Background: an optimization exercise with open tools, aiming at small area, a short achievable clock period and few clock cycles per item. Do not read the settings as production practice. The RTL was checked by simulation tests, not by an equivalence proof against the original design.

==> v6 <==
// gf2m_digit_mul
module gf2m_digit_mul #(
    parameter int unsigned  M    = gf2m_pkg::GF_M,
    parameter int unsigned  D    = gf2m_pkg::GF_D,
    parameter logic [M-1:0] POLY = gf2m_pkg::GF_POLY
) (
    input  logic         CLK,
    input  logic         RST_N,
    input  logic         IN_VALID,
    input  logic [M-1:0] A,
    input  logic [M-1:0] B,
    output logic         OUT_VALID,
    output logic [M-1:0] C,
    output logic         BUSY,
    output logic         ERROR
);
==> module gf2m_mul_step, before the edit <==
module gf2m_mul_step #(
    parameter int unsigned M    = 163,
    parameter int unsigned D    = 41,
    parameter logic [M-1:0] POLY = 163'hC9
) (
    input  logic [M-1:0] i_acc,
    input  logic [M-1:0] i_a,
    input  logic [D-1:0] i_digit,
    output logic [M-1:0] o_res
);
    logic [M+D-1:0] w_t;
    for (genvar k = 0; k < M + D; k++) begin : g_col
        localparam int unsigned LO = (k >= D) ? k - D + 1 : 0;
        localparam int unsigned HI = (k >= M) ? M - 1 : k;
        if (k == M + D - 1) begin : g_top
            assign w_t[k] = i_acc[k-D];
        end else begin : g_sum
            localparam int unsigned NA = (k >= D) ? 1 : 0;
            logic [HI-LO+NA:0] w_pp;
            for (genvar i = LO; i <= HI; i++) begin : g_pp
                assign w_pp[i-LO] = i_a[i] & i_digit[k-i];
            end
            if (k >= D) begin : g_acc
                assign w_pp[HI-LO+1] = i_acc[k-D];
            end
            assign w_t[k] = ^w_pp;
        end
    end
    logic [D-1:0] w_h;
    assign w_h = w_t[M+D-1:M];
    always_comb begin
        o_res = w_t[M-1:0];
        for (int k = 0; k < 8; k++) begin
            if (POLY[k]) o_res = o_res ^ (M'(w_h) << k);
        end
    end
endmodule
==> module gf2m_digit_mul, before the edit <==
module gf2m_digit_mul #(
    parameter int unsigned  M    = gf2m_pkg::GF_M,
    parameter int unsigned  D    = gf2m_pkg::GF_D,
    parameter logic [M-1:0] POLY = gf2m_pkg::GF_POLY
) (
    input  logic         CLK,
    input  logic         RST_N,
    input  logic         IN_VALID,
    input  logic [M-1:0] A,
    input  logic [M-1:0] B,
    output logic         OUT_VALID,
    output logic [M-1:0] C,
    output logic         BUSY,
    output logic         ERROR
);
    localparam int unsigned N  = (M + D - 1) / D;
    localparam int unsigned CW = (N > 1) ? $clog2(N) : 1;
    localparam int unsigned BW = N * D;
    logic [M-1:0]   r_a;
    logic [BW-1:0]  r_b_sh;
    logic [M-1:0]   r_acc;
    logic [CW-1:0]  r_cnt;
    logic [M-1:0]   r_c;
    logic           r_out_valid;
    logic           r_busy;
    logic           r_error;
    logic [M-1:0]   w_step;
    logic [M-1:0]   w_acc;
    logic [D-1:0]   w_digit;
    assign w_digit = r_b_sh[BW-1 -: D];
    assign w_acc   = (r_cnt == '0) ? '0 : r_acc;
    gf2m_mul_step #(
        .M    (M),
        .D    (D),
        .POLY (POLY)
    ) u_step (
        .i_acc   (w_acc),
        .i_a     (r_a),
        .i_digit (w_digit),
        .o_res   (w_step)
    );
    always_ff @(posedge CLK) begin
        if (!RST_N) begin
            r_cnt       <= '0;
            r_c         <= '0;
            r_out_valid <= 1'b0;
            r_busy      <= 1'b0;
            r_error     <= 1'b0;
        end else begin
            r_out_valid <= 1'b0;
            r_error     <= IN_VALID && r_busy;
            if (!r_busy) begin
                if (IN_VALID) begin
                    r_cnt  <= '0;
                    r_busy <= 1'b1;
                end
            end else begin
                r_cnt <= r_cnt + 1'b1;
                if (r_cnt == CW'(N - 1)) begin
                    r_c         <= w_step;
                    r_out_valid <= 1'b1;
                    r_busy      <= 1'b0;
                end
            end
        end
    end
    always_ff @(posedge CLK) begin
        if (!r_busy) begin
            r_a    <= A;
            r_b_sh <= BW'(B);
        end else begin
            r_b_sh <= r_b_sh << D;
        end
        r_acc <= w_step;
    end
    assign OUT_VALID = r_out_valid;
    assign C         = r_c;
    assign BUSY      = r_busy;
    assign ERROR     = r_error;
endmodule
Settings: LEC_CHECK=0, CAP_MARGIN=20, CORE_MARGIN=2, CORE_UTILIZATION=40, SLEW_MARGIN=20; clock period 5.0 ns.
run.sh (not shown) runs the stock make flow with config.mk's settings and CLKGATE_MAP_FILE= SYNTH_SCRIPT=/design/flow/synth_recipe.tcl, a recipe that flattens the netlist after the stock synthesis.
==> inputs of v18, as changes to v6 <==
==> flow/design.v (replaced) <==
package gf2m_pkg;
    localparam int unsigned   GF_M    = 163;
    localparam int unsigned   GF_D    = 41;
    localparam int unsigned   GF_N    = (GF_M + GF_D - 1) / GF_D;
    localparam logic [162:0]  GF_POLY = 163'hC9;
    typedef logic [GF_M-1:0] gf_elem_t;
endpackage
module gf2m_mul_step #(
    parameter int unsigned  M    = 163,
    parameter int unsigned  D    = 41,
    parameter logic [M-1:0] POLY = 163'hC9
) (
    input  logic [M-1:0]   i_acc,
    input  logic [D-2:0]   i_h,
    input  logic [D-2:0]   i_hl,
    input  logic [M-1:0]   i_a,
    input  logic [D-1:0]   i_digit,
    output logic [M-1:0]   o_low,
    output logic [D-2:0]   o_high
);
    for (genvar k = 0; k < M; k++) begin : g_low
        localparam int unsigned LO = (k >= D) ? k - D + 1 : 0;
        localparam int unsigned NP = k - LO + 1;
        logic [NP-1:0] w_pp;
        logic [24:0]   w_e;
        for (genvar i = LO; i <= k; i++) begin : g_pp
            assign w_pp[i-LO] = i_a[i] & i_digit[k-i];
        end
        if (k >= D) begin : g_sh
            assign w_e[0] = i_acc[k-D];
        end else begin : g_nsh
            assign w_e[0] = 1'b0;
        end
        for (genvar p = 0; p < 8; p++) begin : g_p
            if (POLY[p] && k >= p && k - p < D) begin : g_a
                assign w_e[1+3*p] = i_acc[M-D+k-p];
            end else begin : g_na
                assign w_e[1+3*p] = 1'b0;
            end
            if (POLY[p] && k >= p + D && k - p - D < D - 1) begin : g_h
                assign w_e[2+3*p] = i_h[k-p-D];
            end else begin : g_nh
                assign w_e[2+3*p] = 1'b0;
            end
            if (POLY[p] && k >= p && k - p < D - 1) begin : g_l
                assign w_e[3+3*p] = i_hl[k-p];
            end else begin : g_nl
                assign w_e[3+3*p] = 1'b0;
            end
        end
        assign o_low[k] = ^{w_pp, w_e};
    end
    for (genvar j = 0; j < D - 1; j++) begin : g_high
        localparam int unsigned K  = M + j;
        localparam int unsigned LO = K - D + 1;
        logic [M-1-LO:0] w_pp;
        for (genvar i = LO; i < M; i++) begin : g_pp
            assign w_pp[i-LO] = i_a[i] & i_digit[K-i];
        end
        assign o_high[j] = ^w_pp;
    end
endmodule
module gf2m_mul_high #(
    parameter int unsigned M = 163,
    parameter int unsigned D = 41
) (
    input  logic [M-1:0] i_a,
    input  logic [D-1:0] i_digit,
    output logic [D-2:0] o_high
);
    for (genvar j = 0; j < D - 1; j++) begin : g_high
        localparam int unsigned K  = M + j;
        localparam int unsigned LO = K - D + 1;
        logic [M-1-LO:0] w_pp;
        for (genvar i = LO; i < M; i++) begin : g_pp
            assign w_pp[i-LO] = i_a[i] & i_digit[K-i];
        end
        assign o_high[j] = ^w_pp;
    end
endmodule
module gf2m_digit_mul #(
    parameter int unsigned  M    = gf2m_pkg::GF_M,
    parameter int unsigned  D    = gf2m_pkg::GF_D,
    parameter logic [M-1:0] POLY = gf2m_pkg::GF_POLY
) (
    input  logic         CLK,
    input  logic         RST_N,
    input  logic         IN_VALID,
    input  logic [M-1:0] A,
    input  logic [M-1:0] B,
    output logic         OUT_VALID,
    output logic [M-1:0] C,
    output logic         BUSY,
    output logic         ERROR
);
    localparam int unsigned N  = (M + D - 1) / D;
    localparam int unsigned BW = N * D;
    logic [M-1:0]   r_a;
    logic [BW-1:0]  r_b_sh;
    logic [M-1:0]   r_acc;
    logic [D-2:0]   r_h;
    logic [D-2:0]   r_hl;
    logic [N-1:0]   r_step;        
    logic [M-1:0]   r_c;
    logic           r_out_valid;
    logic           r_busy;
    logic           r_error;
    logic           w_first;
    logic           w_last;
    logic [M-1:0]   w_low;
    logic [D-2:0]   w_high;
    logic [D-2:0]   w_hl_next;
    assign w_first = r_step[0];
    assign w_last  = r_step[N-1];
    gf2m_mul_step #(
        .M    (M),
        .D    (D),
        .POLY (POLY)
    ) u_step (
        .i_acc   (w_first ? '0 : r_acc),
        .i_h     (w_first ? '0 : r_h),
        .i_hl    (w_last ? r_hl : '0),
        .i_a     (r_a),
        .i_digit (r_b_sh[BW-1 -: D]),
        .o_low   (w_low),
        .o_high  (w_high)
    );
    gf2m_mul_high #(
        .M (M),
        .D (D)
    ) u_high (
        .i_a     (r_a),
        .i_digit (r_b_sh[D-1:0]),
        .o_high  (w_hl_next)
    );
    always_ff @(posedge CLK) begin
        if (!RST_N) begin
            r_step      <= '0;
            r_c         <= '0;
            r_out_valid <= 1'b0;
            r_busy      <= 1'b0;
            r_error     <= 1'b0;
        end else begin
            r_out_valid <= 1'b0;
            r_error     <= IN_VALID && r_busy;
            if (!r_busy) begin
                if (IN_VALID) begin
                    r_step <= N'(1);
                    r_busy <= 1'b1;
                end
            end else begin
                r_step <= r_step << 1;
                if (w_last) begin
                    r_c         <= w_low;
                    r_out_valid <= 1'b1;
                    r_busy      <= 1'b0;
                end
            end
        end
    end
    always_ff @(posedge CLK) begin
        if (!r_busy) begin
            r_a    <= A;
            r_b_sh <= BW'(B);
        end else begin
            r_b_sh <= r_b_sh << D;
        end
        if (w_first) begin
            r_hl <= w_hl_next;
        end
        r_acc <= w_low;
        r_h   <= w_high;
    end
    assign OUT_VALID = r_out_valid;
    assign C         = r_c;
    assign BUSY      = r_busy;
    assign ERROR     = r_error;
endmodule
--- a/flow/config.mk
+++ b/flow/config.mk
@@ -10,2 +10,3 @@
 export CORE_UTILIZATION = 40
+export SETUP_SLACK_MARGIN = 2.0
 export SLEW_MARGIN = 20
==> inputs of v7, as changes to v6 <==
==> flow/design.v (replaced) <==
package gf2m_pkg;
    localparam int unsigned   GF_M    = 163;
    localparam logic [162:0]  GF_POLY = 163'hC9;
    typedef logic [GF_M-1:0] gf_elem_t;
endpackage
module gf2_pmul #(
    parameter int unsigned N   = 163,
    parameter int unsigned THR = 8
) (
    input  logic [N-1:0]   a,
    input  logic [N-1:0]   b,
    output logic [2*N-2:0] p
);
    if (N <= THR) begin : g_school
        always_comb begin
            p = '0;
            for (int unsigned i = 0; i < N; i++) begin
                for (int unsigned j = 0; j < N; j++) begin
                    p[i+j] = p[i+j] ^ (a[i] & b[j]);
                end
            end
        end
    end else begin : g_kara
        localparam int unsigned K = (N + 1) / 2;
        localparam int unsigned H = N - K;
        logic [K-1:0]   sa, sb;
        logic [2*K-2:0] p0, p1;
        logic [2*H-2:0] p2;
        assign sa = a[K-1:0] ^ K'(a[N-1:K]);
        assign sb = b[K-1:0] ^ K'(b[N-1:K]);
        gf2_pmul #(.N(K), .THR(THR)) u_lo  (.a(a[K-1:0]), .b(b[K-1:0]), .p(p0));
        gf2_pmul #(.N(H), .THR(THR)) u_hi  (.a(a[N-1:K]), .b(b[N-1:K]), .p(p2));
        gf2_pmul #(.N(K), .THR(THR)) u_mid (.a(sa),       .b(sb),       .p(p1));
        logic [2*K-2:0] mid;
        assign mid = p1 ^ p0 ^ (2*K-1)'(p2);
        always_comb begin
            p = '0;
            p[2*K-2:0] = p0;
            p[2*N-2:2*K] = p2;
            p[K +: 2*K-1] = p[K +: 2*K-1] ^ mid;
        end
    end
endmodule
module gf2m_mul_step #(
    parameter int unsigned  M    = 163,
    parameter logic [M-1:0] POLY = 163'hC9,
    parameter int unsigned  THR  = 8
) (
    input  logic [M-1:0] i_a,
    input  logic [M-1:0] i_b,
    output logic [M-1:0] o_res
);
    logic [2*M-2:0] w_p;
    gf2_pmul #(.N(M), .THR(THR)) u_pmul (.a(i_a), .b(i_b), .p(w_p));
    always_comb begin
        logic [2*M-2:0] r;
        r = w_p;
        for (int k = 2*M-2; k >= int'(M); k--) begin
            if (r[k]) r[k-M +: M] = r[k-M +: M] ^ POLY;
        end
        o_res = r[M-1:0];
    end
endmodule
module gf2m_digit_mul #(
    parameter int unsigned  M    = gf2m_pkg::GF_M,
    parameter logic [M-1:0] POLY = gf2m_pkg::GF_POLY
) (
    input  logic         CLK,
    input  logic         RST_N,
    input  logic         IN_VALID,
    input  logic [M-1:0] A,
    input  logic [M-1:0] B,
    output logic         OUT_VALID,
    output logic [M-1:0] C,
    output logic         BUSY,
    output logic         ERROR
);
    logic [M-1:0]   r_c;
    logic           r_out_valid;
    logic           r_busy;
    logic           r_error;
    logic [M-1:0]   w_prod;
    gf2m_mul_step #(
        .M    (M),
        .POLY (POLY)
    ) u_step (
        .i_a   (A),
        .i_b   (B),
        .o_res (w_prod)
    );
    always_ff @(posedge CLK) begin
        if (!RST_N) begin
            r_c         <= '0;
            r_out_valid <= 1'b0;
            r_busy      <= 1'b0;
            r_error     <= 1'b0;
        end else begin
            r_out_valid <= IN_VALID && !r_busy;
            r_error     <= IN_VALID && r_busy;
            r_busy      <= 1'b0;
            if (IN_VALID && !r_busy) begin
                r_c <= w_prod;
            end
        end
    end
    assign OUT_VALID = r_out_valid;
    assign C         = r_c;
    assign BUSY      = r_busy;
    assign ERROR     = r_error;
endmodule
==> comparison <==
v18 produced a clean layout. v6 completed with no timing, DRC or antenna violations. v7 finished but fails on setup timing.
Against v6, the critical path depth of v7 is higher by 12.
In v7 the sequential share of layout area is lower than in v6, by 11 points.
Against v18, the core utilization of v6 is lower by 1.6 points.
The lowest cell count belongs to v6, the highest to v7.
In v7 the area after synthesis is larger than in v18, by 25%.
Between v6 and v18, the lower flip-flop and latch count is in v6 (gap 82).
==> figures <==
metric                                                                          v6                      v18                          v7
Net count reported at finish                                                 16200                    18700                       28600
Grt met3 use                                                                 15.2%                    21.8%                       31.5%
HPWL after detailed placement                                               355 mm                   426 mm                     1050 mm
Initial DRC Count                                                            19800                    26600                       31000
Inverter count                                                                   5                        8                          18
Setup repair after global routing missed its margin                             no                      yes                         yes
Result of the run                                          complete, no violations  complete, no violations  complete, but fails checks
Reasons for failing layout checks                                                -                        -                setup timing
Data arrival time at the worst-slack endpoint                              4.64 ns                  3.95 ns                     6.68 ns
Total number of cells along the worst setup path                                10                        7                          22
Area Growth Syn to Fin                                                       12.2%                    16.1%                       75.5%
Clock Sink Count                                                               658                      740                         164
Proportion of synthesized area in mux cells                                  1.24%                    1.09%                       1.24%
Flip-flop count of the largest register after layout                           164                      164                         163
Die Y                                                                       530 um                   566 um                      632 um
Startpoint of the most critical register-to-register path       r_a[156]$_DFFE_PN_           r_h[1]$_DFF_P_       r_c[128]$_SDFFE_PN0P_
Bufs w/o clock                                                                1179                     1700                        9899
Testbench counts of v6, summed over its fixed seeds: cycles 4,808, items 960.
Testbench counts of v18, summed over its fixed seeds: cycles 4,808, items 960.
Testbench counts of v7, summed over its fixed seeds: cycles 968, items 960.

-- re-timing with driven ports --
The flow's constraints put no driver on any port. The routed layouts listed below were extracted and timed again, unchanged, in two steps. Step 1 (the two cells are an assumption about what drives the block):
set clk [get_ports {CLK}]
set_driving_cell -lib_cell sky130_fd_sc_hd__clkbuf_16 $clk
set_driving_cell -lib_cell sky130_fd_sc_hd__buf_2 [delete_from_list [all_inputs] $clk]
Step 2 moves the port delays by t, midway between the first and last clock arrival at a register: inputs arrive t later, outputs are due t later. That takes back most of the time a late clock gives input paths. Three values: no drivers, after step 1, after step 2; two values: the first two.
| run | shift t [ns] | slack for setup (ns) | latest minus earliest clock arrival (ns) | worst slew at a driven data input, ns |
|---|---|---|---|---|
| v6 | 0.925 | 1.027 / 1.027 / 1.027 | 0.096 / 0.097 | 0.10 |
| v18 | 1.048 | 1.825 / 1.820 / 1.035 | 0.110 / 0.111 | 0.11 |
| v7 | 0.538 | -1.258 / -1.349 / -1.886 | 0.022 / 0.021 | 0.33 |
The setup slack of v18, which loses most, moves by -0.005 ns with the drivers and by -0.790 ns with both steps.
